From an optimization exercise on the open Yosys and OpenROAD flow, aimed at small area and a short achievable clock period; shortcuts taken in it are not production practice. In this exercise RTL edits were held to simulation tests only and were not proved equivalent to the original. Power figures rest on the tool's default switching activity, not on a simulated workload.

## text_video_top
module text_video_top
(
  input  logic                              clk,
  input  logic                              rst_n,
  input  logic                              cmd_valid,
  input  logic [text_video_pkg::BYTE_W-1:0] cmd_data,
  output logic                              hsync,
  output logic                              vsync,
  output logic                              de,
  output logic [3:0]                        red,
  output logic [3:0]                        green,
  output logic [3:0]                        blue,
  output logic                              bad_cmd
);
For scale: roughly 0.064 mm2 of cells after synthesis.
clock: 4.5 ns
lec_check: 0
cap_margin: 20
core_margin: 2
core_utilization: 70
cts_cluster_diameter: 100
cts_cluster_size: 24
setup_slack_margin: 2.1
slew_margin: 20
run.sh (not shown) runs the stock make flow with config.mk's settings and CLKGATE_MAP_FILE= SYNTH_SCRIPT=/design/flow/synth_recipe.tcl, a recipe that flattens the netlist after the stock synthesis.
The baseline ran to the end with no violations.
Change:
CORE_UTILIZATION = 60   (was 70)
PLACE_DENSITY = 0.7   (was unset)
What happened: The changed run finished with timing, DRC and antenna clean; setup slack improved by 70 ps; register-to-register slack gains 70 ps; total power hardly moves; fmax rises by 2.9%; first-iteration DRC count decreases by 2.6%; routed wire length shrinks by 0.66%; core utilization came out lower by 11 points; area after synthesis stays the same; non-clock buffer count falls by 30; via count went down by about 1.3%.

* * *

== the baseline ==
Starting RTL as in the previous note.
Design text_video_top, start of the top module:
module text_video_top
(
  input  logic                              clk,
  input  logic                              rst_n,
  input  logic                              cmd_valid,
  input  logic [text_video_pkg::BYTE_W-1:0] cmd_data,
  output logic                              hsync,
  output logic                              vsync,
  output logic                              de,
  output logic [3:0]                        red,
  output logic [3:0]                        green,
  output logic [3:0]                        blue,
  output logic                              bad_cmd
);
  logic [HCOUNT_W-1:0]    hcount;
  logic [VCOUNT_W-1:0]    vcount;
  logic                   line_visible;
  logic                   frame_visible;
  logic                   raw_hsync;
  logic                   raw_vsync;
  logic                   font_we;
  logic [FONT_ADDR_W-1:0] font_waddr;
  logic [BYTE_W-1:0]      font_wdata;
  logic                   font_acc;
  logic [FONT_ADDR_W-1:0] font_acc_addr;
  logic [4:0]             font_acc_slot;
  logic [3:0]             font_row;
  logic [15:0]            font_row_sel;
  logic [31:0]            font_taps;
  logic [1:0]             font_tap_bit;
  logic [2:0]             font_phase3;
  logic [FONT_ADDR_W-1:0] font_chk_addr;
  logic                   font_chk_zero;
  logic                   font_chk_hit;
  logic [BYTE_W-1:0]      font_chk_data;
  logic                   char_we;
  logic                   char_acc;
  logic [CHAR_ADDR_W-1:0] char_acc_addr;
  logic [CHAR_ADDR_W-1:0] char_waddr;
  logic [BYTE_W-1:0]      char_wdata;
  logic [CHAR_ADDR_W-1:0] char_raddr;
  logic [BYTE_W-1:0]      char_rdata;
  sync_timer timer_i (.clk, .rst_n, .hcount, .vcount, .line_visible, .frame_visible,
  ...
Settings: LEC_CHECK=0, CAP_MARGIN=20, CORE_MARGIN=2, CORE_UTILIZATION=60, CTS_CLUSTER_DIAMETER=100, CTS_CLUSTER_SIZE=24, SETUP_SLACK_MARGIN=2.1, SLEW_MARGIN=20; clock period 4.5 ns.
The baseline completed end to end with timing, DRC and antenna clean.
diff inputs: the baseline => the candidate
# the baseline
export LEC_CHECK = 0
export CAP_MARGIN = 20
export CORE_MARGIN = 2
export CORE_UTILIZATION = 60
export CTS_CLUSTER_DIAMETER = 100
export CTS_CLUSTER_SIZE = 24
export SETUP_SLACK_MARGIN = 2.1
export SLEW_MARGIN = 20
create_clock -name core_clock -period 4.5 [get_ports {clk}]
# the candidate
export LEC_CHECK = 0
export CAP_MARGIN = 20
export CORE_MARGIN = 2
export CORE_UTILIZATION = 60
export CTS_CLUSTER_DIAMETER = 100
export CTS_CLUSTER_SIZE = 24
export SETUP_SLACK_MARGIN = 2.3
export SLEW_MARGIN = 20
create_clock -name core_clock -period 4.5 [get_ports {clk}]
Comparing worst hold slack across all endpoints for the baseline and the candidate, the bigger number came from the candidate.
Worst-skew pair later-pin latency ends up higher on the candidate.
On layout net count: between the baseline and the candidate, it ends up higher for the candidate.
The candidate ends up with a total iterations of the first detailed-routing run that is 1 higher than in the baseline.

## separate check: timing with driven ports
In the flow no input, the clock included, has a driving cell. The finished layouts below were timed again as built, in two steps. Step 1 (the two cells are an assumption about what drives the block):
set clk [get_ports {clk}]
set_driving_cell -lib_cell sky130_fd_sc_hd__clkbuf_16 $clk
set_driving_cell -lib_cell sky130_fd_sc_hd__buf_2 [delete_from_list [all_inputs] $clk]
Step 2 times the ports against the registers' clock, not the clock port: input delays grow and output delays shrink by t, the midpoint of the rising clock arrivals with the driver on. Slacks: ideal / step 1 / step 2; pairs: ideal / step 1.
run | t, ns | setup WS [ns] | cell pins on the clock port's net
the first run of note 1 | 0.787 | 2.043 / 2.002 / 1.422 | 1
the second run of note 1 | 0.796 | 2.112 / 2.104 / 1.463 | 1
the baseline | 0.803 | 2.031 / 1.953 / 1.820 | 1
the candidate | 0.808 | 2.002 / 2.002 / 1.889 | 1
After both steps setup and hold are still met in every run listed. For the second run of note 1, which loses most, drivers alone change the setup slack by -0.008 ns; drivers and shift together by -0.649 ns.
